Source: an optimization exercise on an open RTL-to-GDS flow (aim: small area). Production flows keep margins and buffers that such runs may drop.
The RTL was checked by simulation tests, not by an equivalence proof against the original design.
Power figures rest on the tool's default switching activity, not on a simulated workload.

==> design/flow/design.v <==
typedef logic [9:0] coord_t;
typedef logic signed [6:0] vel_t;
typedef logic [11:0] rgb_t;
typedef logic [4-1:0] coin_mask_t;
localparam int NUM_MAPS = 2;
localparam logic [NUM_MAPS*6*10-1:0] PLAT_XS = {
    10'd250, 10'd250, 10'd430, 10'd540, 10'd400, 10'd600,
    10'd400, 10'(143), 10'd350, 10'd600, 10'd250, 10'd500
};
localparam logic [NUM_MAPS*6*10-1:0] PLAT_XE = {
    10'd300, 10'd400, 10'd470, 10'd700, 10'd540, 10'd640,
    10'd500, 10'd200, 10'd450, 10'd640, 10'd290, 10'd540
};
localparam logic [NUM_MAPS*6*10-1:0] PLAT_Y = {
    10'd300, 10'd200, 10'd200, 10'd240, 10'd340, 10'd400,
    10'd250, 10'd250, 10'd350, 10'd400, 10'd300, 10'd400
};
localparam logic [NUM_MAPS*4*10-1:0] COIN_XT = {
    10'd240, 10'd430, 10'd280, 10'd620,
    10'd360, 10'd600, 10'd250, 10'd400
};
localparam logic [NUM_MAPS*4*10-1:0] COIN_YT = {
    10'd444, 10'd184, 10'd284, 10'd384,
    10'd444, 10'd384, 10'd284, 10'd184
};
function automatic coord_t plat_xs(input logic map, input int i);
    plat_xs = map ? PLAT_XS[(6 + i) * 10 +: 10] : PLAT_XS[i * 10 +: 10];
endfunction
function automatic coord_t plat_xe(input logic map, input int i);
    plat_xe = map ? PLAT_XE[(6 + i) * 10 +: 10] : PLAT_XE[i * 10 +: 10];
endfunction
function automatic coord_t plat_y(input logic map, input int i);
    plat_y = map ? PLAT_Y[(6 + i) * 10 +: 10] : PLAT_Y[i * 10 +: 10];
endfunction
function automatic coord_t coin_x(input logic map, input int i);
    coin_x = map ? COIN_XT[(4 + i) * 10 +: 10] : COIN_XT[i * 10 +: 10];
endfunction
function automatic coord_t coin_y(input logic map, input int i);
    coin_y = map ? COIN_YT[(4 + i) * 10 +: 10] : COIN_YT[i * 10 +: 10];
endfunction
function automatic logic spans_x(input coord_t xs, input coord_t xe, input coord_t x);
    spans_x = ((x + 32 > xs) && (x + 32 < xe)) ||
           ((x > xs) && (x < xe));
endfunction
function automatic logic hero_hits_side(input logic map, input coord_t x, input coord_t y);
    logic hit;
    hit = 1'b0;
    for (int i = 0; i < 6; i++) begin
        if (spans_x(plat_xs(map, i), plat_xe(map, i), x) &&
            (y + 32 > plat_y(map, i)) &&
            (y < plat_y(map, i) + 24)) begin
            hit = 1'b1;
        end
    end
    hero_hits_side = hit;
endfunction
function automatic logic hero_hits_head(input logic map, input coord_t x, input coord_t y);
    logic hit;
    hit = 1'b0;
    for (int i = 0; i < 6; i++) begin
        if (spans_x(plat_xs(map, i), plat_xe(map, i), x) &&
            (y <= plat_y(map, i) + 24) &&
            (y > plat_y(map, i))) begin
            hit = 1'b1;
        end
    end
    hero_hits_head = hit;
endfunction
function automatic logic hero_on_platform(input logic map, input coord_t x, input coord_t y);
    logic hit;
    hit = 1'b0;
    for (int i = 0; i < 6; i++) begin
        if (spans_x(plat_xs(map, i), plat_xe(map, i), x) &&
            (y + 32 >= plat_y(map, i)) &&
            (y + 32 <= plat_y(map, i) + 20)) begin
            hit = 1'b1;
        end
    end
    hero_on_platform = hit;
endfunction
function automatic coord_t platform_top_under(input logic map, input coord_t x,
                                              input coord_t y);
    coord_t top;
    top = coord_t'(460);
    for (int i = 0; i < 6; i++) begin
        if (spans_x(plat_xs(map, i), plat_xe(map, i), x) &&
            (y + 32 >= plat_y(map, i)) &&
            (y + 32 <= plat_y(map, i) + 20)) begin
            top = plat_y(map, i);
        end
    end
    platform_top_under = top;
endfunction
function automatic logic hero_touches_coin(input logic map, input int idx, input coord_t x,
                                           input coord_t y);
    hero_touches_coin = !((x + 32 <= coin_x(map, idx)) ||
             (x >= coin_x(map, idx) + 16) ||
             (y + 32 <= coin_y(map, idx)) ||
             (y >= coin_y(map, idx) + 16));
endfunction
function automatic logic ge_const(input coord_t v, input int c);
    logic r;
    coord_t k;
    if (c <= 0) begin
        r = 1'b1;
    end else if (c > 1023) begin
        r = 1'b0;
    end else begin
        k = coord_t'(c);
        r = 1'b1;
        for (int b = 0; b < 10; b++) begin
            r = k[b] ? (v[b] & r) : (v[b] | r);
        end
    end
    ge_const = r;
endfunction
function automatic logic le_const(input coord_t v, input int c);
    logic r;
    coord_t k;
    if (c >= 1023) begin
        r = 1'b1;
    end else if (c < 0) begin
        r = 1'b0;
    end else begin
        k = coord_t'(c);
        r = 1'b1;
        for (int b = 0; b < 10; b++) begin
            r = k[b] ? (!v[b] | r) : (!v[b] & r);
        end
    end
    le_const = r;
endfunction
function automatic logic in_rng(input coord_t v, input int lo, input int hi);
    in_rng = ge_const(v, lo) && le_const(v, hi);
endfunction
`default_nettype none
module hero_motion
#(
    parameter int STEP_DIV = 500000
) (
    input  logic    clk,
    input  logic    rst,
    input  logic    btn_left,
    input  logic    btn_right,
    input  logic    btn_jump,
    input  logic    map_sel,
    output logic [9:0] hero_x,
    output logic [9:0] hero_y,
    output logic    step,
    output logic    cnt_wrap
);
typedef logic [9:0] coord_t;
typedef logic signed [6:0] vel_t;
typedef logic [11:0] rgb_t;
typedef logic [4-1:0] coin_mask_t;
localparam int NUM_MAPS = 2;
localparam logic [NUM_MAPS*6*10-1:0] PLAT_XS = {
    10'd250, 10'd250, 10'd430, 10'd540, 10'd400, 10'd600,
    10'd400, 10'(143), 10'd350, 10'd600, 10'd250, 10'd500
};
localparam logic [NUM_MAPS*6*10-1:0] PLAT_XE = {
    10'd300, 10'd400, 10'd470, 10'd700, 10'd540, 10'd640,
    10'd500, 10'd200, 10'd450, 10'd640, 10'd290, 10'd540
};
localparam logic [NUM_MAPS*6*10-1:0] PLAT_Y = {
    10'd300, 10'd200, 10'd200, 10'd240, 10'd340, 10'd400,
    10'd250, 10'd250, 10'd350, 10'd400, 10'd300, 10'd400
};
localparam logic [NUM_MAPS*4*10-1:0] COIN_XT = {
    10'd240, 10'd430, 10'd280, 10'd620,
    10'd360, 10'd600, 10'd250, 10'd400
};
localparam logic [NUM_MAPS*4*10-1:0] COIN_YT = {
    10'd444, 10'd184, 10'd284, 10'd384,
    10'd444, 10'd384, 10'd284, 10'd184
};
function automatic coord_t plat_xs(input logic map, input int i);
    plat_xs = map ? PLAT_XS[(6 + i) * 10 +: 10] : PLAT_XS[i * 10 +: 10];
endfunction
function automatic coord_t plat_xe(input logic map, input int i);
    plat_xe = map ? PLAT_XE[(6 + i) * 10 +: 10] : PLAT_XE[i * 10 +: 10];
endfunction
function automatic coord_t plat_y(input logic map, input int i);
    plat_y = map ? PLAT_Y[(6 + i) * 10 +: 10] : PLAT_Y[i * 10 +: 10];
endfunction
function automatic coord_t coin_x(input logic map, input int i);
    coin_x = map ? COIN_XT[(4 + i) * 10 +: 10] : COIN_XT[i * 10 +: 10];
endfunction
function automatic coord_t coin_y(input logic map, input int i);
    coin_y = map ? COIN_YT[(4 + i) * 10 +: 10] : COIN_YT[i * 10 +: 10];
endfunction
function automatic logic spans_x(input coord_t xs, input coord_t xe, input coord_t x);
    spans_x = ((x + 32 > xs) && (x + 32 < xe)) ||
           ((x > xs) && (x < xe));
endfunction
function automatic logic hero_hits_side(input logic map, input coord_t x, input coord_t y);
    logic hit;
    hit = 1'b0;
    for (int i = 0; i < 6; i++) begin
        if (spans_x(plat_xs(map, i), plat_xe(map, i), x) &&
            (y + 32 > plat_y(map, i)) &&
            (y < plat_y(map, i) + 24)) begin
            hit = 1'b1;
        end
    end
    hero_hits_side = hit;
endfunction
function automatic logic hero_hits_head(input logic map, input coord_t x, input coord_t y);
    logic hit;
    hit = 1'b0;
    for (int i = 0; i < 6; i++) begin
        if (spans_x(plat_xs(map, i), plat_xe(map, i), x) &&
            (y <= plat_y(map, i) + 24) &&
            (y > plat_y(map, i))) begin
            hit = 1'b1;
        end
    end
    hero_hits_head = hit;
endfunction
function automatic logic hero_on_platform(input logic map, input coord_t x, input coord_t y);
    logic hit;
    hit = 1'b0;
    for (int i = 0; i < 6; i++) begin
        if (spans_x(plat_xs(map, i), plat_xe(map, i), x) &&
            (y + 32 >= plat_y(map, i)) &&
            (y + 32 <= plat_y(map, i) + 20)) begin
            hit = 1'b1;
        end
    end
    hero_on_platform = hit;
endfunction
function automatic coord_t platform_top_under(input logic map, input coord_t x,
                                              input coord_t y);
    coord_t top;
    top = coord_t'(460);
    for (int i = 0; i < 6; i++) begin
        if (spans_x(plat_xs(map, i), plat_xe(map, i), x) &&
            (y + 32 >= plat_y(map, i)) &&
            (y + 32 <= plat_y(map, i) + 20)) begin
            top = plat_y(map, i);
        end
    end
    platform_top_under = top;
endfunction
function automatic logic hero_touches_coin(input logic map, input int idx, input coord_t x,
                                           input coord_t y);
    hero_touches_coin = !((x + 32 <= coin_x(map, idx)) ||
             (x >= coin_x(map, idx) + 16) ||
             (y + 32 <= coin_y(map, idx)) ||
             (y >= coin_y(map, idx) + 16));
endfunction
function automatic logic ge_const(input coord_t v, input int c);
    logic r;
    coord_t k;
    if (c <= 0) begin
        r = 1'b1;
    end else if (c > 1023) begin
        r = 1'b0;
    end else begin
        k = coord_t'(c);
        r = 1'b1;
        for (int b = 0; b < 10; b++) begin
            r = k[b] ? (v[b] & r) : (v[b] | r);
        end
    end
    ge_const = r;
endfunction
function automatic logic le_const(input coord_t v, input int c);
    logic r;
    coord_t k;
    if (c >= 1023) begin
        r = 1'b1;
    end else if (c < 0) begin
        r = 1'b0;
    end else begin
        k = coord_t'(c);
        r = 1'b1;
        for (int b = 0; b < 10; b++) begin
            r = k[b] ? (!v[b] | r) : (!v[b] & r);
        end
    end
    le_const = r;
endfunction
function automatic logic in_rng(input coord_t v, input int lo, input int hi);
    in_rng = ge_const(v, lo) && le_const(v, hi);
endfunction
    localparam int CNT_W = 6;
    localparam coord_t REST_Y = coord_t'(460 - 32);
    typedef logic signed [5:0] spd_t;
    logic [CNT_W-1:0] step_cnt;
    logic [8:0] y9;
    spd_t   speed;
    logic   jumping;
    logic   on_ground;
    logic   supported;
    logic   head_hit;
    coord_t land_y;
    function automatic logic span_at(input logic m, input int i, input coord_t x,
                                     input int off);
        span_at = in_rng(x, int'(plat_xs(m, i)) - 31 - off, int'(plat_xe(m, i)) - 1 - off);
    endfunction
    function automatic logic side_m(input logic m, input coord_t x, input coord_t y,
                                    input int off);
        logic hit;
        hit = 1'b0;
        for (int i = 0; i < 6; i++) begin
            if (span_at(m, i, x, off) &&
                in_rng(y, int'(plat_y(m, i)) - 31, int'(plat_y(m, i)) + 23)) begin
                hit = 1'b1;
            end
        end
        side_m = hit;
    endfunction
    function automatic logic head_m(input logic m, input coord_t x, input coord_t y);
        logic hit;
        hit = 1'b0;
        for (int i = 0; i < 6; i++) begin
            if (span_at(m, i, x, 0) &&
                in_rng(y, int'(plat_y(m, i)) + 1, int'(plat_y(m, i)) + 24)) begin
                hit = 1'b1;
            end
        end
        head_m = hit;
    endfunction
    function automatic logic onp_m(input logic m, input coord_t x, input coord_t y);
        logic hit;
        hit = 1'b0;
        for (int i = 0; i < 6; i++) begin
            if (span_at(m, i, x, 0) &&
                in_rng(y, int'(plat_y(m, i)) - 32, int'(plat_y(m, i)) - 12)) begin
                hit = 1'b1;
            end
        end
        onp_m = hit;
    endfunction
    function automatic coord_t land_m(input logic m, input coord_t y);
        coord_t top;
        logic   best;
        top = REST_Y;
        for (int i = 0; i < 6; i++) begin
            best = ge_const(y, int'(plat_y(m, i)) - 32) && !ge_const(y, REST_Y);
            for (int j = 0; j < 6; j++) begin
                if (int'(plat_y(m, j)) > int'(plat_y(m, i))) begin
                    best = best && !ge_const(y, int'(plat_y(m, j)) - 32);
                end
            end
            if (best) begin
                top = coord_t'(plat_y(m, i) - 32);
            end
        end
        land_m = top;
    endfunction
    assign step     = step_cnt[5] && step_cnt[4] && step_cnt[1];
    assign cnt_wrap = step_cnt[5] && step_cnt[4] && step_cnt[0];
    always_ff @(posedge clk or posedge rst) begin
        if (rst) begin
            step_cnt <= '0;
        end else if (step) begin
            step_cnt <= CNT_W'(1);
        end else begin
            step_cnt <= step_cnt + 1'b1;
        end
    end
    assign hero_y      = {1'b0, y9};
    assign on_ground   = ge_const(hero_y, REST_Y);
    assign land_y      = map_sel ? land_m(1'b1, hero_y) : land_m(1'b0, hero_y);
    coord_t x_next;
    coord_t probe;
    logic   block;
    logic [NUM_MAPS-1:0] head_q;
    logic [NUM_MAPS-1:0] onp_q;
    assign x_next = btn_left ? hero_x - 1'b1 : hero_x + 1'b1;
    assign probe  = cnt_wrap ? hero_x : x_next;
    always_ff @(posedge clk) begin
        if (cnt_wrap) begin
            head_q <= {head_m(1'b1, probe, hero_y), head_m(1'b0, probe, hero_y)};
            onp_q  <= {onp_m(1'b1, probe, hero_y), onp_m(1'b0, probe, hero_y)};
        end
    end
    assign supported = on_ground || onp_q[map_sel];
    assign head_hit  = head_q[map_sel];
    assign block  = !in_rng(x_next, 143, 734 - 32) ||
                    (map_sel ? side_m(1'b1, probe, hero_y, 0) :
                               side_m(1'b0, probe, hero_y, 0));
    always_ff @(posedge clk or posedge rst) begin
        if (rst) begin
            hero_x  <= coord_t'(300);
            y9      <= REST_Y[8:0];
            jumping <= 1'b0;
        end else if (step) begin
            if ((btn_left || btn_right) && !block) begin
                hero_x <= x_next;
            end
            if (jumping) begin
                if (!(speed < 0 && head_hit)) begin
                    if (speed > 0 && supported) begin
                        jumping <= 1'b0;
                        y9      <= land_y[8:0];
                    end else begin
                        y9      <= y9 + {{3{speed[5]}}, speed};
                    end
                end
            end else if (!supported || btn_jump) begin
                jumping <= 1'b1;
            end
        end
    end
    always_ff @(posedge clk) begin
        if (step) begin
            if (jumping) begin
                if (speed < 0 && head_hit) begin
                    speed <= '0;
                end else begin
                    speed <= speed + spd_t'(1);
                end
            end else if (!supported) begin
                speed <= spd_t'(1);
            end else begin
                speed <= spd_t'(-15);
            end
        end
    end
endmodule
`default_nettype wire
`default_nettype none
module coin_tracker
(
    input  logic        clk,
    input  logic        rst,
    input  logic        map_sel,
    input  logic [9:0] hero_x,
    input  logic [9:0] hero_y,
    input  logic        step,
    output logic [4-1:0] coin_mask,
    output logic [15:0] score
);
typedef logic [9:0] coord_t;
typedef logic signed [6:0] vel_t;
typedef logic [11:0] rgb_t;
typedef logic [4-1:0] coin_mask_t;
localparam int NUM_MAPS = 2;
localparam logic [NUM_MAPS*6*10-1:0] PLAT_XS = {
    10'd250, 10'd250, 10'd430, 10'd540, 10'd400, 10'd600,
    10'd400, 10'(143), 10'd350, 10'd600, 10'd250, 10'd500
};
localparam logic [NUM_MAPS*6*10-1:0] PLAT_XE = {
    10'd300, 10'd400, 10'd470, 10'd700, 10'd540, 10'd640,
    10'd500, 10'd200, 10'd450, 10'd640, 10'd290, 10'd540
};
localparam logic [NUM_MAPS*6*10-1:0] PLAT_Y = {
    10'd300, 10'd200, 10'd200, 10'd240, 10'd340, 10'd400,
    10'd250, 10'd250, 10'd350, 10'd400, 10'd300, 10'd400
};
localparam logic [NUM_MAPS*4*10-1:0] COIN_XT = {
    10'd240, 10'd430, 10'd280, 10'd620,
    10'd360, 10'd600, 10'd250, 10'd400
};
localparam logic [NUM_MAPS*4*10-1:0] COIN_YT = {
    10'd444, 10'd184, 10'd284, 10'd384,
    10'd444, 10'd384, 10'd284, 10'd184
};
function automatic coord_t plat_xs(input logic map, input int i);
    plat_xs = map ? PLAT_XS[(6 + i) * 10 +: 10] : PLAT_XS[i * 10 +: 10];
endfunction
function automatic coord_t plat_xe(input logic map, input int i);
    plat_xe = map ? PLAT_XE[(6 + i) * 10 +: 10] : PLAT_XE[i * 10 +: 10];
endfunction
function automatic coord_t plat_y(input logic map, input int i);
    plat_y = map ? PLAT_Y[(6 + i) * 10 +: 10] : PLAT_Y[i * 10 +: 10];
endfunction
function automatic coord_t coin_x(input logic map, input int i);
    coin_x = map ? COIN_XT[(4 + i) * 10 +: 10] : COIN_XT[i * 10 +: 10];
endfunction
function automatic coord_t coin_y(input logic map, input int i);
    coin_y = map ? COIN_YT[(4 + i) * 10 +: 10] : COIN_YT[i * 10 +: 10];
endfunction
function automatic logic spans_x(input coord_t xs, input coord_t xe, input coord_t x);
    spans_x = ((x + 32 > xs) && (x + 32 < xe)) ||
           ((x > xs) && (x < xe));
endfunction
function automatic logic hero_hits_side(input logic map, input coord_t x, input coord_t y);
    logic hit;
    hit = 1'b0;
    for (int i = 0; i < 6; i++) begin
        if (spans_x(plat_xs(map, i), plat_xe(map, i), x) &&
            (y + 32 > plat_y(map, i)) &&
            (y < plat_y(map, i) + 24)) begin
            hit = 1'b1;
        end
    end
    hero_hits_side = hit;
endfunction
function automatic logic hero_hits_head(input logic map, input coord_t x, input coord_t y);
    logic hit;
    hit = 1'b0;
    for (int i = 0; i < 6; i++) begin
        if (spans_x(plat_xs(map, i), plat_xe(map, i), x) &&
            (y <= plat_y(map, i) + 24) &&
            (y > plat_y(map, i))) begin
            hit = 1'b1;
        end
    end
    hero_hits_head = hit;
endfunction
function automatic logic hero_on_platform(input logic map, input coord_t x, input coord_t y);
    logic hit;
    hit = 1'b0;
    for (int i = 0; i < 6; i++) begin
        if (spans_x(plat_xs(map, i), plat_xe(map, i), x) &&
            (y + 32 >= plat_y(map, i)) &&
            (y + 32 <= plat_y(map, i) + 20)) begin
            hit = 1'b1;
        end
    end
    hero_on_platform = hit;
endfunction
function automatic coord_t platform_top_under(input logic map, input coord_t x,
                                              input coord_t y);
    coord_t top;
    top = coord_t'(460);
    for (int i = 0; i < 6; i++) begin
        if (spans_x(plat_xs(map, i), plat_xe(map, i), x) &&
            (y + 32 >= plat_y(map, i)) &&
            (y + 32 <= plat_y(map, i) + 20)) begin
            top = plat_y(map, i);
        end
    end
    platform_top_under = top;
endfunction
function automatic logic hero_touches_coin(input logic map, input int idx, input coord_t x,
                                           input coord_t y);
    hero_touches_coin = !((x + 32 <= coin_x(map, idx)) ||
             (x >= coin_x(map, idx) + 16) ||
             (y + 32 <= coin_y(map, idx)) ||
             (y >= coin_y(map, idx) + 16));
endfunction
function automatic logic ge_const(input coord_t v, input int c);
    logic r;
    coord_t k;
    if (c <= 0) begin
        r = 1'b1;
    end else if (c > 1023) begin
        r = 1'b0;
    end else begin
        k = coord_t'(c);
        r = 1'b1;
        for (int b = 0; b < 10; b++) begin
            r = k[b] ? (v[b] & r) : (v[b] | r);
        end
    end
    ge_const = r;
endfunction
function automatic logic le_const(input coord_t v, input int c);
    logic r;
    coord_t k;
    if (c >= 1023) begin
        r = 1'b1;
    end else if (c < 0) begin
        r = 1'b0;
    end else begin
        k = coord_t'(c);
        r = 1'b1;
        for (int b = 0; b < 10; b++) begin
            r = k[b] ? (!v[b] | r) : (!v[b] & r);
        end
    end
    le_const = r;
endfunction
function automatic logic in_rng(input coord_t v, input int lo, input int hi);
    in_rng = ge_const(v, lo) && le_const(v, hi);
endfunction
    logic [NUM_MAPS-1:0][4-1:0] collected;
    coin_mask_t                          cur_mask;
    coin_mask_t                          touch;
    coin_mask_t                          take;
    logic [3:0]                          count;
    function automatic coin_mask_t touch_m(input logic m, input coord_t x, input coord_t y);
        for (int i = 0; i < 4; i++) begin
            touch_m[i] = in_rng(x, int'(coin_x(m, i)) - 32 + 1,
                                int'(coin_x(m, i)) + 16 - 1) &&
                         in_rng(y, int'(coin_y(m, i)) - 32 + 1,
                                int'(coin_y(m, i)) + 16 - 1);
        end
    endfunction
    assign cur_mask  = collected[map_sel];
    assign coin_mask = cur_mask;
    assign touch = map_sel ? touch_m(1'b1, hero_x, hero_y) : touch_m(1'b0, hero_x, hero_y);
    assign take  = touch & ~cur_mask;
    always_ff @(posedge clk or posedge rst) begin
        if (rst) begin
            collected <= '0;
            count     <= '0;
        end else if (step && (take != '0)) begin
            collected[map_sel] <= cur_mask | take;
            count <= count + 4'd1;
        end
    end
    assign score = {12'd0, count};
endmodule
`default_nettype wire
`default_nettype none
module scene_render
#(
    parameter int SHIMMER_DIV = 10000000
) (
    input  logic    clk,
    input  logic    rst,
    input  logic    cnt_wrap,
    input  logic    bright,
    input  logic [9:0] h_count,
    input  logic [9:0] v_count,
    input  logic       map_sel,
    input  logic [9:0] hero_x,
    input  logic [9:0] hero_y,
    input  logic [4-1:0] coin_mask,
    output logic [11:0] rgb
);
typedef logic [9:0] coord_t;
typedef logic signed [6:0] vel_t;
typedef logic [11:0] rgb_t;
typedef logic [4-1:0] coin_mask_t;
localparam int NUM_MAPS = 2;
localparam logic [NUM_MAPS*6*10-1:0] PLAT_XS = {
    10'd250, 10'd250, 10'd430, 10'd540, 10'd400, 10'd600,
    10'd400, 10'(143), 10'd350, 10'd600, 10'd250, 10'd500
};
localparam logic [NUM_MAPS*6*10-1:0] PLAT_XE = {
    10'd300, 10'd400, 10'd470, 10'd700, 10'd540, 10'd640,
    10'd500, 10'd200, 10'd450, 10'd640, 10'd290, 10'd540
};
localparam logic [NUM_MAPS*6*10-1:0] PLAT_Y = {
    10'd300, 10'd200, 10'd200, 10'd240, 10'd340, 10'd400,
    10'd250, 10'd250, 10'd350, 10'd400, 10'd300, 10'd400
};
localparam logic [NUM_MAPS*4*10-1:0] COIN_XT = {
    10'd240, 10'd430, 10'd280, 10'd620,
    10'd360, 10'd600, 10'd250, 10'd400
};
localparam logic [NUM_MAPS*4*10-1:0] COIN_YT = {
    10'd444, 10'd184, 10'd284, 10'd384,
    10'd444, 10'd384, 10'd284, 10'd184
};
function automatic coord_t plat_xs(input logic map, input int i);
    plat_xs = map ? PLAT_XS[(6 + i) * 10 +: 10] : PLAT_XS[i * 10 +: 10];
endfunction
function automatic coord_t plat_xe(input logic map, input int i);
    plat_xe = map ? PLAT_XE[(6 + i) * 10 +: 10] : PLAT_XE[i * 10 +: 10];
endfunction
function automatic coord_t plat_y(input logic map, input int i);
    plat_y = map ? PLAT_Y[(6 + i) * 10 +: 10] : PLAT_Y[i * 10 +: 10];
endfunction
function automatic coord_t coin_x(input logic map, input int i);
    coin_x = map ? COIN_XT[(4 + i) * 10 +: 10] : COIN_XT[i * 10 +: 10];
endfunction
function automatic coord_t coin_y(input logic map, input int i);
    coin_y = map ? COIN_YT[(4 + i) * 10 +: 10] : COIN_YT[i * 10 +: 10];
endfunction
function automatic logic spans_x(input coord_t xs, input coord_t xe, input coord_t x);
    spans_x = ((x + 32 > xs) && (x + 32 < xe)) ||
           ((x > xs) && (x < xe));
endfunction
function automatic logic hero_hits_side(input logic map, input coord_t x, input coord_t y);
    logic hit;
    hit = 1'b0;
    for (int i = 0; i < 6; i++) begin
        if (spans_x(plat_xs(map, i), plat_xe(map, i), x) &&
            (y + 32 > plat_y(map, i)) &&
            (y < plat_y(map, i) + 24)) begin
            hit = 1'b1;
        end
    end
    hero_hits_side = hit;
endfunction
function automatic logic hero_hits_head(input logic map, input coord_t x, input coord_t y);
    logic hit;
    hit = 1'b0;
    for (int i = 0; i < 6; i++) begin
        if (spans_x(plat_xs(map, i), plat_xe(map, i), x) &&
            (y <= plat_y(map, i) + 24) &&
            (y > plat_y(map, i))) begin
            hit = 1'b1;
        end
    end
    hero_hits_head = hit;
endfunction
function automatic logic hero_on_platform(input logic map, input coord_t x, input coord_t y);
    logic hit;
    hit = 1'b0;
    for (int i = 0; i < 6; i++) begin
        if (spans_x(plat_xs(map, i), plat_xe(map, i), x) &&
            (y + 32 >= plat_y(map, i)) &&
            (y + 32 <= plat_y(map, i) + 20)) begin
            hit = 1'b1;
        end
    end
    hero_on_platform = hit;
endfunction
function automatic coord_t platform_top_under(input logic map, input coord_t x,
                                              input coord_t y);
    coord_t top;
    top = coord_t'(460);
    for (int i = 0; i < 6; i++) begin
        if (spans_x(plat_xs(map, i), plat_xe(map, i), x) &&
            (y + 32 >= plat_y(map, i)) &&
            (y + 32 <= plat_y(map, i) + 20)) begin
            top = plat_y(map, i);
        end
    end
    platform_top_under = top;
endfunction
function automatic logic hero_touches_coin(input logic map, input int idx, input coord_t x,
                                           input coord_t y);
    hero_touches_coin = !((x + 32 <= coin_x(map, idx)) ||
             (x >= coin_x(map, idx) + 16) ||
             (y + 32 <= coin_y(map, idx)) ||
             (y >= coin_y(map, idx) + 16));
endfunction
function automatic logic ge_const(input coord_t v, input int c);
    logic r;
    coord_t k;
    if (c <= 0) begin
        r = 1'b1;
    end else if (c > 1023) begin
        r = 1'b0;
    end else begin
        k = coord_t'(c);
        r = 1'b1;
        for (int b = 0; b < 10; b++) begin
            r = k[b] ? (v[b] & r) : (v[b] | r);
        end
    end
    ge_const = r;
endfunction
function automatic logic le_const(input coord_t v, input int c);
    logic r;
    coord_t k;
    if (c >= 1023) begin
        r = 1'b1;
    end else if (c < 0) begin
        r = 1'b0;
    end else begin
        k = coord_t'(c);
        r = 1'b1;
        for (int b = 0; b < 10; b++) begin
            r = k[b] ? (!v[b] | r) : (!v[b] & r);
        end
    end
    le_const = r;
endfunction
function automatic logic in_rng(input coord_t v, input int lo, input int hi);
    in_rng = ge_const(v, lo) && le_const(v, hi);
endfunction
    typedef enum logic [2:0] {
        PIX_BLANK,
        PIX_SKY,
        PIX_GROUND,
        PIX_PLATFORM,
        PIX_COIN,
        PIX_HERO
    } pix_class_t;
    localparam int SHIM_N = SHIMMER_DIV / 50;
    localparam int SHIM_W = $clog2(SHIM_N);
    logic [SHIM_W-1:0] shim_cnt;
    logic [1:0]        shim_frame;
    logic       hero_px;
    logic       ground_px;
    logic       platform_px;
    logic       coin_px;
    pix_class_t pix_class;
    pix_class_t class_q;
    rgb_t       colour;
    always_ff @(posedge clk or posedge rst) begin
        if (rst) begin
            shim_cnt   <= '0;
            shim_frame <= '0;
        end else if (cnt_wrap && shim_cnt == SHIM_W'(SHIM_N - 1)) begin
            shim_cnt   <= '0;
            shim_frame <= (shim_frame == 2'd2) ? 2'd0 : shim_frame + 2'd1;
        end else if (cnt_wrap) begin
            shim_cnt <= shim_cnt + 1'b1;
        end
    end
    function automatic logic plat_px_m(input logic m, input coord_t h, input coord_t v);
        logic hit;
        hit = 1'b0;
        for (int i = 0; i < 6; i++) begin
            if (in_rng(h, int'(plat_xs(m, i)), int'(plat_xe(m, i)) - 1) &&
                in_rng(v, int'(plat_y(m, i)), int'(plat_y(m, i)) + 24 - 1)) begin
                hit = 1'b1;
            end
        end
        plat_px_m = hit;
    endfunction
    function automatic logic coin_px_m(input logic m, input coin_mask_t mask,
                                       input coord_t h, input coord_t v);
        logic hit;
        hit = 1'b0;
        for (int i = 0; i < 4; i++) begin
            if (!mask[i] &&
                in_rng(h, int'(coin_x(m, i)), int'(coin_x(m, i)) + 16 - 1) &&
                in_rng(v, int'(coin_y(m, i)), int'(coin_y(m, i)) + 16 - 1)) begin
                hit = 1'b1;
            end
        end
        coin_px_m = hit;
    endfunction
    logic [10:0] hero_dh;
    logic [10:0] hero_dv;
    assign hero_dh = {1'b0, h_count} - {1'b0, hero_x};
    assign hero_dv = {1'b0, v_count} - {1'b0, hero_y};
    assign hero_px = (hero_dh[10:5] == '0) && (hero_dv[10:5] == '0);
    assign ground_px = in_rng(v_count, 460, 516);
    assign platform_px = map_sel ? plat_px_m(1'b1, h_count, v_count) :
                                   plat_px_m(1'b0, h_count, v_count);
    assign coin_px     = map_sel ? coin_px_m(1'b1, coin_mask, h_count, v_count) :
                                   coin_px_m(1'b0, coin_mask, h_count, v_count);
    always_comb begin
        if (!bright)          pix_class = PIX_BLANK;
        else if (hero_px)     pix_class = PIX_HERO;
        else if (ground_px)   pix_class = PIX_GROUND;
        else if (platform_px) pix_class = PIX_PLATFORM;
        else if (coin_px)     pix_class = PIX_COIN;
        else                  pix_class = PIX_SKY;
    end
    always_comb begin
        case (class_q)
            PIX_SKY:      colour = 12'h7AF;
            PIX_GROUND:   colour = 12'h952;
            PIX_PLATFORM: colour = 12'hC73;
            PIX_HERO:     colour = 12'hE11;
            PIX_COIN: begin
                case (shim_frame)
                    2'd0:    colour = 12'hA80;
                    2'd1:    colour = 12'hDB1;
                    default: colour = 12'hFF7;
                endcase
            end
            default:      colour = '0;
        endcase
    end
    always_ff @(posedge clk or posedge rst) begin
        if (rst) begin
            class_q <= PIX_BLANK;
            rgb     <= '0;
        end else begin
            class_q <= pix_class;
            rgb     <= colour;
        end
    end
endmodule
`default_nettype wire
`default_nettype none
module game_top
#(
    parameter int STEP_DIV    = 50,
    parameter int SHIMMER_DIV = 1500
) (
    input  logic        clk,
    input  logic        rst,
    input  logic        bright,
    input  logic        btn_left,
    input  logic        btn_right,
    input  logic        btn_jump,
    input  logic        map_sel,
    input  logic [9:0] h_count,
    input  logic [9:0] v_count,
    output logic [11:0] rgb,
    output logic [15:0] score
);
typedef logic [9:0] coord_t;
typedef logic signed [6:0] vel_t;
typedef logic [11:0] rgb_t;
typedef logic [4-1:0] coin_mask_t;
localparam int NUM_MAPS = 2;
localparam logic [NUM_MAPS*6*10-1:0] PLAT_XS = {
    10'd250, 10'd250, 10'd430, 10'd540, 10'd400, 10'd600,
    10'd400, 10'(143), 10'd350, 10'd600, 10'd250, 10'd500
};
localparam logic [NUM_MAPS*6*10-1:0] PLAT_XE = {
    10'd300, 10'd400, 10'd470, 10'd700, 10'd540, 10'd640,
    10'd500, 10'd200, 10'd450, 10'd640, 10'd290, 10'd540
};
localparam logic [NUM_MAPS*6*10-1:0] PLAT_Y = {
    10'd300, 10'd200, 10'd200, 10'd240, 10'd340, 10'd400,
    10'd250, 10'd250, 10'd350, 10'd400, 10'd300, 10'd400
};
localparam logic [NUM_MAPS*4*10-1:0] COIN_XT = {
    10'd240, 10'd430, 10'd280, 10'd620,
    10'd360, 10'd600, 10'd250, 10'd400
};
localparam logic [NUM_MAPS*4*10-1:0] COIN_YT = {
    10'd444, 10'd184, 10'd284, 10'd384,
    10'd444, 10'd384, 10'd284, 10'd184
};
function automatic coord_t plat_xs(input logic map, input int i);
    plat_xs = map ? PLAT_XS[(6 + i) * 10 +: 10] : PLAT_XS[i * 10 +: 10];
endfunction
function automatic coord_t plat_xe(input logic map, input int i);
    plat_xe = map ? PLAT_XE[(6 + i) * 10 +: 10] : PLAT_XE[i * 10 +: 10];
endfunction
function automatic coord_t plat_y(input logic map, input int i);
    plat_y = map ? PLAT_Y[(6 + i) * 10 +: 10] : PLAT_Y[i * 10 +: 10];
endfunction
function automatic coord_t coin_x(input logic map, input int i);
    coin_x = map ? COIN_XT[(4 + i) * 10 +: 10] : COIN_XT[i * 10 +: 10];
endfunction
function automatic coord_t coin_y(input logic map, input int i);
    coin_y = map ? COIN_YT[(4 + i) * 10 +: 10] : COIN_YT[i * 10 +: 10];
endfunction
function automatic logic spans_x(input coord_t xs, input coord_t xe, input coord_t x);
    spans_x = ((x + 32 > xs) && (x + 32 < xe)) ||
           ((x > xs) && (x < xe));
endfunction
function automatic logic hero_hits_side(input logic map, input coord_t x, input coord_t y);
    logic hit;
    hit = 1'b0;
    for (int i = 0; i < 6; i++) begin
        if (spans_x(plat_xs(map, i), plat_xe(map, i), x) &&
            (y + 32 > plat_y(map, i)) &&
            (y < plat_y(map, i) + 24)) begin
            hit = 1'b1;
        end
    end
    hero_hits_side = hit;
endfunction
function automatic logic hero_hits_head(input logic map, input coord_t x, input coord_t y);
    logic hit;
    hit = 1'b0;
    for (int i = 0; i < 6; i++) begin
        if (spans_x(plat_xs(map, i), plat_xe(map, i), x) &&
            (y <= plat_y(map, i) + 24) &&
            (y > plat_y(map, i))) begin
            hit = 1'b1;
        end
    end
    hero_hits_head = hit;
endfunction
function automatic logic hero_on_platform(input logic map, input coord_t x, input coord_t y);
    logic hit;
    hit = 1'b0;
    for (int i = 0; i < 6; i++) begin
        if (spans_x(plat_xs(map, i), plat_xe(map, i), x) &&
            (y + 32 >= plat_y(map, i)) &&
            (y + 32 <= plat_y(map, i) + 20)) begin
            hit = 1'b1;
        end
    end
    hero_on_platform = hit;
endfunction
function automatic coord_t platform_top_under(input logic map, input coord_t x,
                                              input coord_t y);
    coord_t top;
    top = coord_t'(460);
    for (int i = 0; i < 6; i++) begin
        if (spans_x(plat_xs(map, i), plat_xe(map, i), x) &&
            (y + 32 >= plat_y(map, i)) &&
            (y + 32 <= plat_y(map, i) + 20)) begin
            top = plat_y(map, i);
        end
    end
    platform_top_under = top;
endfunction
function automatic logic hero_touches_coin(input logic map, input int idx, input coord_t x,
                                           input coord_t y);
    hero_touches_coin = !((x + 32 <= coin_x(map, idx)) ||
             (x >= coin_x(map, idx) + 16) ||
             (y + 32 <= coin_y(map, idx)) ||
             (y >= coin_y(map, idx) + 16));
endfunction
function automatic logic ge_const(input coord_t v, input int c);
    logic r;
    coord_t k;
    if (c <= 0) begin
        r = 1'b1;
    end else if (c > 1023) begin
        r = 1'b0;
    end else begin
        k = coord_t'(c);
        r = 1'b1;
        for (int b = 0; b < 10; b++) begin
            r = k[b] ? (v[b] & r) : (v[b] | r);
        end
    end
    ge_const = r;
endfunction
function automatic logic le_const(input coord_t v, input int c);
    logic r;
    coord_t k;
    if (c >= 1023) begin
        r = 1'b1;
    end else if (c < 0) begin
        r = 1'b0;
    end else begin
        k = coord_t'(c);
        r = 1'b1;
        for (int b = 0; b < 10; b++) begin
            r = k[b] ? (!v[b] | r) : (!v[b] & r);
        end
    end
    le_const = r;
endfunction
function automatic logic in_rng(input coord_t v, input int lo, input int hi);
    in_rng = ge_const(v, lo) && le_const(v, hi);
endfunction
    coord_t     hero_x;
    coord_t     hero_y;
    coin_mask_t coin_mask;
    logic       step;
    logic       cnt_wrap;
    hero_motion #(
        .STEP_DIV (STEP_DIV)
    ) u_hero_motion (
        .clk       (clk),
        .rst       (rst),
        .btn_left  (btn_left),
        .btn_right (btn_right),
        .btn_jump  (btn_jump),
        .map_sel   (map_sel),
        .hero_x    (hero_x),
        .hero_y    (hero_y),
        .step      (step),
        .cnt_wrap  (cnt_wrap)
    );
    coin_tracker u_coin_tracker (
        .clk       (clk),
        .rst       (rst),
        .map_sel   (map_sel),
        .hero_x    (hero_x),
        .hero_y    (hero_y),
        .step      (step),
        .coin_mask (coin_mask),
        .score     (score)
    );
    scene_render #(
        .SHIMMER_DIV (SHIMMER_DIV)
    ) u_scene_render (
        .clk       (clk),
        .rst       (rst),
        .cnt_wrap  (cnt_wrap),
        .bright    (bright),
        .h_count   (h_count),
        .v_count   (v_count),
        .map_sel   (map_sel),
        .hero_x    (hero_x),
        .hero_y    (hero_y),
        .coin_mask (coin_mask),
        .rgb       (rgb)
    );
endmodule
`default_nettype wire
==> design/flow/flow/run.sh <==
#!/bin/bash
# layout flow: the standard synthesis, then its combinational logic re-mapped for area
# by ABC (registers untouched, best of four seeds), then the standard layout from
# floorplan to finish
set -euo pipefail
W=$(pwd)
R=$W/orfs/results/$FLOW_PLATFORM/game_top/base
bash standard.sh synth > $W/1_standard_synth.log 2>&1
cp $R/1_2_yosys.v $W/1_2_yosys_standard.v
YOSYS=$(command -v yosys || echo $FLOW_HOME/../tools/install/yosys/bin/yosys)
export POST_LIB=$FLOW_HOME/platforms/$FLOW_PLATFORM/lib/sky130_fd_sc_hd__tt_025C_1v80.lib
export POST_IN=$W/1_2_yosys_standard.v
export POST_DONT_USE="$(cat $W/flow/dont_use.txt)"
for s in 0 1 2 3; do
  sed "s/SEED/$s/" $W/flow/post.abc.in > $W/post_$s.abc
  POST_ABC=$W/post_$s.abc POST_OUT=$W/1_2_yosys_post_$s.v \
    $YOSYS -c $W/flow/post.tcl > $W/2_post_synth_$s.log 2>&1 &
done
wait
best=""; best_area=""
for s in 0 1 2 3; do
  a=$(grep "Chip area" $W/2_post_synth_$s.log | tail -1 | awk '{print $NF}')
  if [[ -n "$a" && -s $W/1_2_yosys_post_$s.v ]]; then
    if [[ -z "$best" ]] || awk -v a="$a" -v b="$best_area" 'BEGIN{exit !(a < b)}'; then
      best=$s; best_area=$a
    fi
  fi
done
echo "post synthesis: seed $best, area $best_area" > $W/2_post_choice.log
export POST_OUT=$W/1_2_yosys_post_$best.v
$YOSYS -c $W/flow/check.tcl > $W/2_post_check.log 2>&1
sleep 1
cp $POST_OUT $R/1_2_yosys.v
rm -f $R/1_synth.odb $R/1_synth.sdc
# every port still gets its buffer, the smallest buffer cell of the library
export BUFFER_PORTS_ARGS="-buffer_cell sky130_fd_sc_hd__buf_1"
bash standard.sh > $W/3_standard_finish.log 2>&1
==> design/flow/flow/check.tcl <==
# the re-mapped netlist must read back as cells of the library only
yosys read_liberty -lib $::env(POST_LIB)
yosys read_verilog $::env(POST_OUT)
yosys hierarchy -check -top $::env(FLOW_TOP)
yosys check -assert -mapped
yosys stat -liberty $::env(POST_LIB)
==> design/flow/flow/dont_use.txt <==
-dont_use sky130_fd_sc_hd__lpflow_bleeder_1 -dont_use sky130_fd_sc_hd__lpflow_clkbufkapwr_1 -dont_use sky130_fd_sc_hd__lpflow_clkbufkapwr_16 -dont_use sky130_fd_sc_hd__lpflow_clkbufkapwr_2 -dont_use sky130_fd_sc_hd__lpflow_clkbufkapwr_4 -dont_use sky130_fd_sc_hd__lpflow_clkbufkapwr_8 -dont_use sky130_fd_sc_hd__lpflow_clkinvkapwr_1 -dont_use sky130_fd_sc_hd__lpflow_clkinvkapwr_16 -dont_use sky130_fd_sc_hd__lpflow_clkinvkapwr_2 -dont_use sky130_fd_sc_hd__lpflow_clkinvkapwr_4 -dont_use sky130_fd_sc_hd__lpflow_clkinvkapwr_8 -dont_use sky130_fd_sc_hd__lpflow_decapkapwr_12 -dont_use sky130_fd_sc_hd__lpflow_decapkapwr_3 -dont_use sky130_fd_sc_hd__lpflow_decapkapwr_4 -dont_use sky130_fd_sc_hd__lpflow_decapkapwr_6 -dont_use sky130_fd_sc_hd__lpflow_decapkapwr_8 -dont_use sky130_fd_sc_hd__lpflow_inputiso0n_1 -dont_use sky130_fd_sc_hd__lpflow_inputiso0p_1 -dont_use sky130_fd_sc_hd__lpflow_inputiso1n_1 -dont_use sky130_fd_sc_hd__lpflow_inputiso1p_1 -dont_use sky130_fd_sc_hd__lpflow_inputisolatch_1 -dont_use sky130_fd_sc_hd__lpflow_isobufsrc_1 -dont_use sky130_fd_sc_hd__lpflow_isobufsrc_16 -dont_use sky130_fd_sc_hd__lpflow_isobufsrc_2 -dont_use sky130_fd_sc_hd__lpflow_isobufsrc_4 -dont_use sky130_fd_sc_hd__lpflow_isobufsrc_8 -dont_use sky130_fd_sc_hd__lpflow_isobufsrckapwr_16 -dont_use sky130_fd_sc_hd__lpflow_lsbuf_lh_hl_isowell_tap_1 -dont_use sky130_fd_sc_hd__lpflow_lsbuf_lh_hl_isowell_tap_2 -dont_use sky130_fd_sc_hd__lpflow_lsbuf_lh_hl_isowell_tap_4 -dont_use sky130_fd_sc_hd__lpflow_lsbuf_lh_isowell_4 -dont_use sky130_fd_sc_hd__lpflow_lsbuf_lh_isowell_tap_1 -dont_use sky130_fd_sc_hd__lpflow_lsbuf_lh_isowell_tap_2 -dont_use sky130_fd_sc_hd__lpflow_lsbuf_lh_isowell_tap_4 -dont_use sky130_fd_sc_hd__probe_p_8 -dont_use sky130_fd_sc_hd__probec_p_8 
==> design/flow/flow/post.abc.in <==
strash
&get -n
&st
&deepsyn -T 60 -S SEED
&put
dch -f
amap -F 100 -A 100
topo
==> design/flow/flow/post.tcl <==
# re-map the combinational logic of the standard synthesis netlist for area
# registers and tie cells stay as they are, with their instance and net names
set lib $::env(POST_LIB)
yosys read_liberty -ignore_miss_func $lib
yosys blackbox *__df* *__edf* *__sdf* *__dl* *__conb_1
yosys read_verilog $::env(POST_IN)
yosys hierarchy -top $::env(FLOW_TOP)
yosys flatten
# the wires flatten named after cell pins give way to the netlist's own names
yosys rename -hide w:_*
yosys opt_clean -purge
yosys stat -liberty $lib
yosys abc -script $::env(POST_ABC) -liberty $lib {*}$::env(POST_DONT_USE)
yosys hilomap -singleton -hicell sky130_fd_sc_hd__conb_1 HI -locell sky130_fd_sc_hd__conb_1 LO
yosys opt_clean -purge
yosys stat -liberty $lib

yosys write_verilog -noattr -nohex -nodec $::env(POST_OUT)
==> design/flow/standard.sh <==
#!/bin/bash
# synth_recipe.tcl (not shown) runs the flow's synth.tcl, then flattens the netlist and writes it again
# the make line also repeats each setting of config.mk as NAME=value (left out here)
make -C /OpenROAD-flow-scripts/flow DESIGN_CONFIG=/design/flow/config.mk WORK_HOME=/design/flow/orfs CLKGATE_MAP_FILE= SYNTH_SCRIPT=/design/flow/synth_recipe.tcl "${@:-finish}"
==> design/flow/config.mk <==
export PLATFORM = sky130hd
export DESIGN_NAME = game_top
export DESIGN_NICKNAME = game_top
export VERILOG_FILES = /design/flow/design.v
export SDC_FILE = /design/flow/constraint.sdc
export NUM_CORES = 4
export LEC_CHECK = 0
export CAP_MARGIN = 20
export CORE_MARGIN = 2
export CORE_UTILIZATION = 40
export CTS_BUF_LIST = sky130_fd_sc_hd__clkbuf_8
export SLEW_MARGIN = 20
==> design/flow/constraint.sdc <==
create_clock -name core_clock -period 10.0 [get_ports {clk}]
set_input_delay 2.0000 -clock core_clock [delete_from_list [all_inputs] [get_ports {clk}]]
set_output_delay 2.0000 -clock core_clock [all_outputs]
set_load 0.01 [all_outputs]
==> results of run 1 <==
==> area by class of cell <==
| class | instances | area (um2) |
|---|---|---|
| Clock buffer | 9 | 124 |
| Clock inverter | 7 | 145 |
| Fill cell | 1344 | 7090 |
| Inverter | 123 | 462 |
| Multi-Input combinational cell | 570 | 3120 |
| Sequential cell | 69 | 1790 |
| Tap cell | 176 | 220 |
| Timing Repair Buffer | 46 | 188 |
==> worst min-delay path by stage <==
stage	slack [ns]	depth (start not counted)	end	startpoint
after floorplan	0.45	1	register	register
after global placement	0.46	1	u_coin_tracker.count[3]$_DFFE_PP0P_	u_coin_tracker.count[3]$_DFFE_PP0P_
after detailed placement	0.47	1	u_coin_tracker.count[3]$_DFFE_PP0P_	u_coin_tracker.count[3]$_DFFE_PP0P_
after CTS	0.48	1	u_coin_tracker.count[3]$_DFFE_PP0P_	u_coin_tracker.count[3]$_DFFE_PP0P_
after global routing	0.50	1	register	register
final	0.47	1	u_coin_tracker.count[3]$_DFFE_PP0P_	u_coin_tracker.count[3]$_DFFE_PP0P_
==> cells in the final DEF, fill, tap and decap left out, types with 4 or more instances in the layout <==
master     instances
buf_1             42
o221ai_1           6
o32ai_1            5
a31oi_1           23
o2111a_1           4
o2111ai_1          5
o211ai_1           5
o221a_1            4
dfrtp_1           50
nor3_1            37
bufinv_16          4
nand3_1           15
or2_0             10
or4_1              8
o21bai_1           4
nor4_1            11
nor2_1           131
o21ai_0           67
a222oi_1           6
dfstp_2            9
conb_1            12
a311oi_1           5
o22ai_1           34
nor2b_1            8
or3_1              7
nand2_1           56
a211oi_1           6
clkinv_1         122
a21oi_1           45
buf_4              4
edfxtp_1          10
clkbuf_8           9
a22oi_1            8
o21a_1            13
==> metal layers <==
| layer | share of wire | routed length (um) |
|---|---|---|
| met1 | 0.44 | 8160 |
| met2 | 0.45 | 8380 |
| met3 | 0.071 | 1310 |
| met4 | 0.031 | 569 |
| met5 | 0 | 0 |
==> power breakdown <==
part	leakage, nW	switching (mW)	total (mW)	internal, mW
sequential	0.805	0.00216	0.291	0.289
clock	0.130	0.119	0.311	0.192
combinational	1.14	0.0461	0.0639	0.0178
==> worst max-delay path, cell delays in order <==
cell and delay (ns):
buf_1 0.16, clkinv_1 0.16, o22ai_1 0.10, nor2_1 0.16, clkinv_1 0.11, nor2_1 0.14, clkinv_1 0.10, nor2_1 0.15
nor2_1 0.05, a21oi_1 0.29, clkinv_1 0.16, and3_1 0.21, o311ai_0 0.44, clkinv_1 0.16, a31oi_1 0.24, o21ai_0 0.12
a21oi_1 0.13, o2111a_1 0.20, o221ai_1 0.29, nor2_1 0.26, clkinv_1 0.16, nor3_1 0.23, o21ai_0 0.10
==> key figures, run 1 <==
Outcome
  • Status: complete, no violations

Critical path
  • CP startpoint kind: input port
  • Flop-to-flop setup slack: 4.26 ns
  • Worst Reg2Reg Path Length in Cells: 24
  • CP Capture Point: u_hero_motion.hero_x[7]$_DFFE_PP0P_
  • Critical path capture point type: register
  • CP max FO: 7
  • Critical Path AT: 6.12 ns
  • Reg-to-reg startpoint: u_hero_motion.hero_x[5]$_DFFE_PP1P_
  • Worst Setup Path Type: in2reg
  • Worst reg2reg path endpoint: u_hero_motion.hero_x[7]$_DFFE_PP0P_
  • Critical Path RT: 10.26 ns
  • Critical Path Source: btn_left

Detailed routing
  • Final WL: 18.4 mm
  • Via count: 6110
  • Drt wl/cell: 18.4 um
  • Drt via density: 6.11
  • DRT antenna net count: 0
  • DRT iter0 DRCs: 490
  • Drc violations: 0
  • DR pass1 iterations: 5

Global routing
  • Met2 Track Usage GR: 0.420
  • Global route total overflow: 0
  • GR Util met3: 0.0441
  • Top Usage Layer GRT: met2
  • Vias in the first global route: 5682
  • M1 GR Usage: 0.357
  • Initial antenna violation count: 0
  • All-Layer GR Usage: 0.264
  • Global-route wire length before repair: 29.9 mm
  • Pin count of the biggest net entering global routing: 60

CTS
  • Root buffer cell: clkbuf_8
  • Max Root-Sink Buffers: 2
  • Post-CTS sizing: 0
  • Worst skew pair latency: 0.37 ns
  • Hold bufs inserted after CTS: 0
  • CTS tree: yes
  • Clk sinks: 69
  • Total CTS buffers: 9
  • CTS clock-pin slew for the worst setup and hold paths: 0.09 ns
  • H-tree depth: 3
  • Setup bufs post-CTS: 0

Timing
  • Setup Skew: 0.0173 ns
  • Fmax: 171 MHz
  • Setup ws final: 4.14 ns
  • Crit path time final: 5.86 ns
  • Tcrit/Tclk final: 0.586
  • Final Hold Fails: 0
  • Worst-margin pin slew: 0.788 ns
  • Total Neg Setup Slack: 0 ns
  • Max-slew headroom: 0.475
  • Final setup viols: 0
  • RSZ-0062 raised after global routing: false
  • Hold WS: 0.473 ns
  • Final Max Tran Viols: 0

Final layout
  • Post-layout util: 0.460
  • Share of layout cells above drive strength 1: 0.0364
  • Layout Nets: 846
  • Area Overhead vs Synth: 13.5%
  • Design area: 6050 um2
  • Non-Filler Instances: 1000
  • ANT cells: 0

Min path
  • HP Class: reg2reg

Placed design
  • Cell Area, Placed: 5780 um2
  • Hpwl dp: 14.4 mm
  • Placement Setup Slack: 3.81 ns
  • Port bufs: 42
  • Dpl cells: 984
  • GP Congestion: 0.965

Floorplanning
  • Die W: 119 um
  • Core area: 13100 um2
  • # rows: 42
  • Io pins: 55
  • Die ar.: 14300 um2
  • Die Height: 119 um
  • Initial core utilization: 0.406

Power and ir drop
  • Power per cell area: 110 nW/um2
  • Overall Power: 0.666 mW
  • Worst VDD drop: 0.0612 mV
  • P_leak: 2.08 nW

Synth
  • Yosys warns: 3
  • Cells after Synth: 751
  • Synthesized area: 5330 um2
  • Mean post-synth cell area: 7.10 um2

Flow run
  • Max-cap violations: 0
==> run 2: changes to the inputs <==
--- a/design/flow/design.v
+++ b/design/flow/design.v
@@ -289,4 +289,5 @@
     typedef logic signed [5:0] spd_t;
     logic [CNT_W-1:0] step_cnt;
+    logic             chk_land;
     logic [8:0] y9;
     spd_t   speed;
@@ -296,41 +297,18 @@
     logic   head_hit;
     coord_t land_y;
-    function automatic logic span_at(input logic m, input int i, input coord_t x,
-                                     input int off);
-        span_at = in_rng(x, int'(plat_xs(m, i)) - 31 - off, int'(plat_xe(m, i)) - 1 - off);
+    function automatic logic span_at(input logic m, input int i, input coord_t x);
+        span_at = in_rng(x, int'(plat_xs(m, i)) - 31, int'(plat_xe(m, i)) - 1);
     endfunction
-    function automatic logic side_m(input logic m, input coord_t x, input coord_t y,
-                                    input int off);
+    function automatic logic hit_m(input logic m, input coord_t x, input coord_t lo_y,
+                                   input coord_t hi_y);
         logic hit;
         hit = 1'b0;
         for (int i = 0; i < 6; i++) begin
-            if (span_at(m, i, x, off) &&
-                in_rng(y, int'(plat_y(m, i)) - 31, int'(plat_y(m, i)) + 23)) begin
+            if (span_at(m, i, x) && ge_const(lo_y, int'(plat_y(m, i))) &&
+                le_const(hi_y, int'(plat_y(m, i)))) begin
                 hit = 1'b1;
             end
         end
-        side_m = hit;
-    endfunction
-    function automatic logic head_m(input logic m, input coord_t x, input coord_t y);
-        logic hit;
-        hit = 1'b0;
-        for (int i = 0; i < 6; i++) begin
-            if (span_at(m, i, x, 0) &&
-                in_rng(y, int'(plat_y(m, i)) + 1, int'(plat_y(m, i)) + 24)) begin
-                hit = 1'b1;
-            end
-        end
-        head_m = hit;
-    endfunction
-    function automatic logic onp_m(input logic m, input coord_t x, input coord_t y);
-        logic hit;
-        hit = 1'b0;
-        for (int i = 0; i < 6; i++) begin
-            if (span_at(m, i, x, 0) &&
-                in_rng(y, int'(plat_y(m, i)) - 32, int'(plat_y(m, i)) - 12)) begin
-                hit = 1'b1;
-            end
-        end
-        onp_m = hit;
+        hit_m = hit;
     endfunction
     function automatic coord_t land_m(input logic m, input coord_t y);
@@ -353,4 +331,5 @@
     assign step     = step_cnt[5] && step_cnt[4] && step_cnt[1];
     assign cnt_wrap = step_cnt[5] && step_cnt[4] && step_cnt[0];
+    assign chk_land = step_cnt[5] && step_cnt[4] && !step_cnt[1] && !step_cnt[0];
     always_ff @(posedge clk or posedge rst) begin
         if (rst) begin
@@ -367,20 +346,36 @@
     coord_t x_next;
     coord_t probe;
+    coord_t lo_y;
+    coord_t hi_y;
     logic   block;
+    logic [NUM_MAPS-1:0] hit;
     logic [NUM_MAPS-1:0] head_q;
     logic [NUM_MAPS-1:0] onp_q;
     assign x_next = btn_left ? hero_x - 1'b1 : hero_x + 1'b1;
-    assign probe  = cnt_wrap ? hero_x : x_next;
+    assign probe  = step ? x_next : hero_x;
+    always_comb begin
+        if (chk_land) begin
+            lo_y = hero_y + 10'd32;
+            hi_y = hero_y + 10'd12;
+        end else if (cnt_wrap) begin
+            lo_y = hero_y - 10'd1;
+            hi_y = hero_y - 10'd24;
+        end else begin
+            lo_y = hero_y + 10'd31;
+            hi_y = hero_y - 10'd23;
+        end
+    end
+    assign hit = {hit_m(1'b1, probe, lo_y, hi_y), hit_m(1'b0, probe, lo_y, hi_y)};
     always_ff @(posedge clk) begin
+        if (chk_land) begin
+            onp_q <= hit;
+        end
         if (cnt_wrap) begin
-            head_q <= {head_m(1'b1, probe, hero_y), head_m(1'b0, probe, hero_y)};
-            onp_q  <= {onp_m(1'b1, probe, hero_y), onp_m(1'b0, probe, hero_y)};
+            head_q <= hit;
         end
     end
     assign supported = on_ground || onp_q[map_sel];
     assign head_hit  = head_q[map_sel];
-    assign block  = !in_rng(x_next, 143, 734 - 32) ||
-                    (map_sel ? side_m(1'b1, probe, hero_y, 0) :
-                               side_m(1'b0, probe, hero_y, 0));
+    assign block  = !in_rng(x_next, 143, 734 - 32) || hit[map_sel];
     always_ff @(posedge clk or posedge rst) begin
         if (rst) begin
==> key figures, run 2 <==
CTS
  • Post-CTS sizing: 0
  • Max Root-Sink Buffers: 2
  • Setup bufs post-CTS: 0
  • CTS clock-pin slew for the worst setup and hold paths: 0.10 ns
  • CTS tree: yes
  • Total CTS buffers: 9
  • H-tree depth: 3
  • Hold bufs inserted after CTS: 0
  • Clk sinks: 69
  • Root buffer cell: clkbuf_8
  • Worst skew pair latency: 0.38 ns

Detailed routing
  • Via count: 5927
  • Drt via density: 6.11
  • Final WL: 17.5 mm
  • DRT iter0 DRCs: 604
  • DR pass1 iterations: 7
  • Drc violations: 0
  • Drt wl/cell: 18.0 um
  • DRT antenna net count: 0

Power and ir drop
  • Switch share: 0.283
  • Seq pwr share: 0.465
  • Worst VDD drop: 0.0748 mV
  • Power per cell area: 107 nW/um2
  • P_leak: 2.02 nW
  • Pint: 0.453 mW
  • Overall Power: 0.632 mW
  • Clock group share of total power: 0.430
  • Net Sw Power: 0.179 mW
  • Logic pwr share: 0.105

Min path
  • Hold path depth: 1
  • Hold path startpoint: u_coin_tracker.count[3]$_DFFE_PP0P_
  • HP Class: reg2reg
  • Hold Path End: u_coin_tracker.count[3]$_DFFE_PP0P_

Timing
  • Crit path time final: 6.20 ns
  • Final setup viols: 0
  • Worst-margin pin slew: 0.804 ns
  • Total Neg Setup Slack: 0 ns
  • Fmax: 161 MHz
  • Max-slew headroom: 0.464
  • Hold WS: 0.471 ns
  • Final Max Tran Viols: 0
  • Setup Skew: 0.0178 ns
  • Tcrit/Tclk final: 0.620
  • RSZ-0062 raised after global routing: false
  • Final Hold Fails: 0

Global routing
  • All-Layer GR Usage: 0.251
  • Vias in the first global route: 5407
  • Initial antenna violation count: 0
  • Global-route wire length before repair: 28.3 mm
  • Pin count of the biggest net entering global routing: 60
  • Global route total overflow: 0

Final layout
  • ANT cells: 0
  • # fillers: 1305
  • Share of layout cells above drive strength 1: 0.0426
  • Multi-input combinational cell area: 3050 um2
  • Non-Filler Instances: 970
  • Design area: 5880 um2
  • Commonest non-fill, non-tap cell in the layout: nor2_1
  • Layout Nets: 820
  • Most frequent cells in the layout: nor2_1, clkinv_1, o21ai_0
  • Register area: 1790 um2
  • Area Overhead vs Synth: 13.4%

Placed design
  • Dpl cells: 953
  • Cell Area, Placed: 5650 um2
  • GP Congestion: 0.913
  • Port bufs: 42
  • Hpwl dp: 13.2 mm

Critical path
  • Top Family by Delay on Critical Path: compound AO/OA/AOI/OAI gates
  • CP max FO: 9
  • Critical path capture point type: register
  • Worst path max stage delay: 0.52 ns
  • Worst Setup Path Type: in2reg
  • Worst Reg2Reg Path Length in Cells: 25
  • Critical Path AT: 6.49 ns
  • Flop-to-flop setup slack: 4.30 ns
  • Worst-path cell chain: buf_1 -> o22ai_1 -> nor2_1 -> o21ai_0 -> nor3_1 -> clkinv_1 -> nor2_1 -> clkinv_1 -> o22ai_1 -> nor2b_1 -> o31ai_1 -> a31oi_1 -> a31oi_1 -> nor4_1 -> a21oi_1 -> o311ai_0 -> a221oi_1 -> clkbuf_2 -> clkinv_1 -> nor2_1 -> clkinv_1 -> nor2_1 -> nand2_1 -> o21ai_0
  • Worst reg2reg path endpoint: u_hero_motion.hero_x[2]$_DFFE_PP1P_
  • Reg-to-reg startpoint: u_hero_motion.hero_x[3]$_DFFE_PP1P_
  • Critical Path RT: 10.29 ns
  • Buffers plus inverters on the worst setup path: 6
  • CP startpoint kind: input port
  • Crit-path slowest cell: a221oi_1

Synth
  • Cells after Synth: 722
  • Synthesized area: 5190 um2
  • Yosys warns: 3
  • Mean post-synth cell area: 7.19 um2

Floorplanning
  • Die W: 118 um
  • Die Height: 118 um
  • Die ar.: 13900 um2
  • Io pins: 55
  • Core area: 12600 um2
  • Initial core utilization: 0.411
  • # rows: 41

Outcome
  • Status: complete, no violations

Flow run
  • Max-cap violations: 0
[run 2: final cells by class]
| type | count | share of cell area |
|---|---|---|
| clock inverter | 7 | 0.0172 |
| inverter | 105 | 0.0670 |
| timing repair buffer | 49 | 0.0353 |
| clock buffer | 9 | 0.0211 |
| multi-input combinational | 559 | 0.519 |
| tap | 172 | 0.0366 |
| sequential | 69 | 0.304 |
[run 2: stage by stage]
stage,utilization,setup WS (ns)
floorplan,-,4.27
global placement,0.448,3.30
detailed placement,0.448,3.08
CTS,0.466,3.49
global route,0.466,3.28
finish,0.466,3.80
[run 2: how the worst max path moves through the flow]
stage | start | endpoint | slack (ns) | cells past startpoint
detailed placement | btn_left | u_hero_motion.hero_x[2]$_DFFE_PP1P_ | 3.08 | 23
global placement | btn_left | u_hero_motion.hero_x[2]$_DFFE_PP1P_ | 3.30 | 23
global route | btn_left | u_hero_motion.hero_x[2]$_DFFE_PP1P_ | 3.28 | 24
finish | btn_left | u_hero_motion.hero_x[2]$_DFFE_PP1P_ | 3.80 | 24
floorplan | btn_left | u_hero_motion.hero_x[2]$_DFFE_PP1P_ | 4.27 | 21
CTS | btn_left | u_hero_motion.hero_x[2]$_DFFE_PP1P_ | 3.49 | 23
[run 2: per-layer routing]
layer	vias up	global-route usage	wire, um
met3	33	0.0484	1270
met1	2765	0.350	8000
li1	2835	-	-
met5	-	0	0
met4	0	0.0730	273
met2	294	0.396	7950
[run 2: worst register-to-register path, stage by stage, from the launching register on]
cell and delay, ns:
dfstp_2 0.62, clkinv_1 0.32, nor2_1 0.30, clkinv_1 0.12, nor3_1 0.26, o21ai_0 0.25
nor3_1 0.33, clkinv_1 0.13, nor2_1 0.18, clkinv_1 0.11, o22ai_1 0.37, nor2b_1 0.15
o31ai_1 0.14, a31oi_1 0.08, a31oi_1 0.16, nor4_1 0.06, a21oi_1 0.14, o311ai_0 0.27
a221oi_1 0.52, clkbuf_2 0.27, clkinv_1 0.27, nor2_1 0.22, clkinv_1 0.11, nor2_1 0.12
nand2_1 0.06, o21ai_0 0.07
[run 2: power groups by stage]
stage / registers, mW / logic [mW] / clock network, mW
after CTS: 0.294 / 0.0663 / 0.278
after global placement: 0.299 / 0.0659 / 0
after global routing: 0.294 / 0.0747 / 0.290
after detailed placement: 0.299 / 0.0660 / 0
after floorplan: 0.302 / 0.0359 / 0
final: 0.294 / 0.0666 / 0.272

[re-timing with driven ports]
How much do the figures lean on ideal ports? The routed layouts below were timed once more, with nothing changed but the port constraints.
Step 1 sets driving cells, clkbuf_16 on the clock port and buf_2 on the other inputs (assumed; they add their load-dependent delay and slew).
Step 2 times the ports against the registers' clock, not the clock port: input delays grow and output delays shrink by t, the midpoint of the rising clock arrivals with the driver on.
a / b / c = no drivers / after step 1 / after step 2; a / b = the first two.
run | shift t [ns] | setup slack, ns | worst hold slack (ns) | slew at the worst register clock pin (ns) | worst slew at a driven data input, ns
run 1 | 0.401 | 4.142 / 4.158 / 3.756 | 0.473 / 0.473 / 0.473 | 0.09 / 0.09 | 0.04
run 2 | 0.404 | 3.801 / 3.816 / 3.412 | 0.471 / 0.471 / 0.471 | 0.10 / 0.10 | 0.05
After both steps setup and hold are still met in every run listed. The setup slack of run 2, which loses most, moves by +0.015 ns with the drivers and by -0.389 ns with both steps.
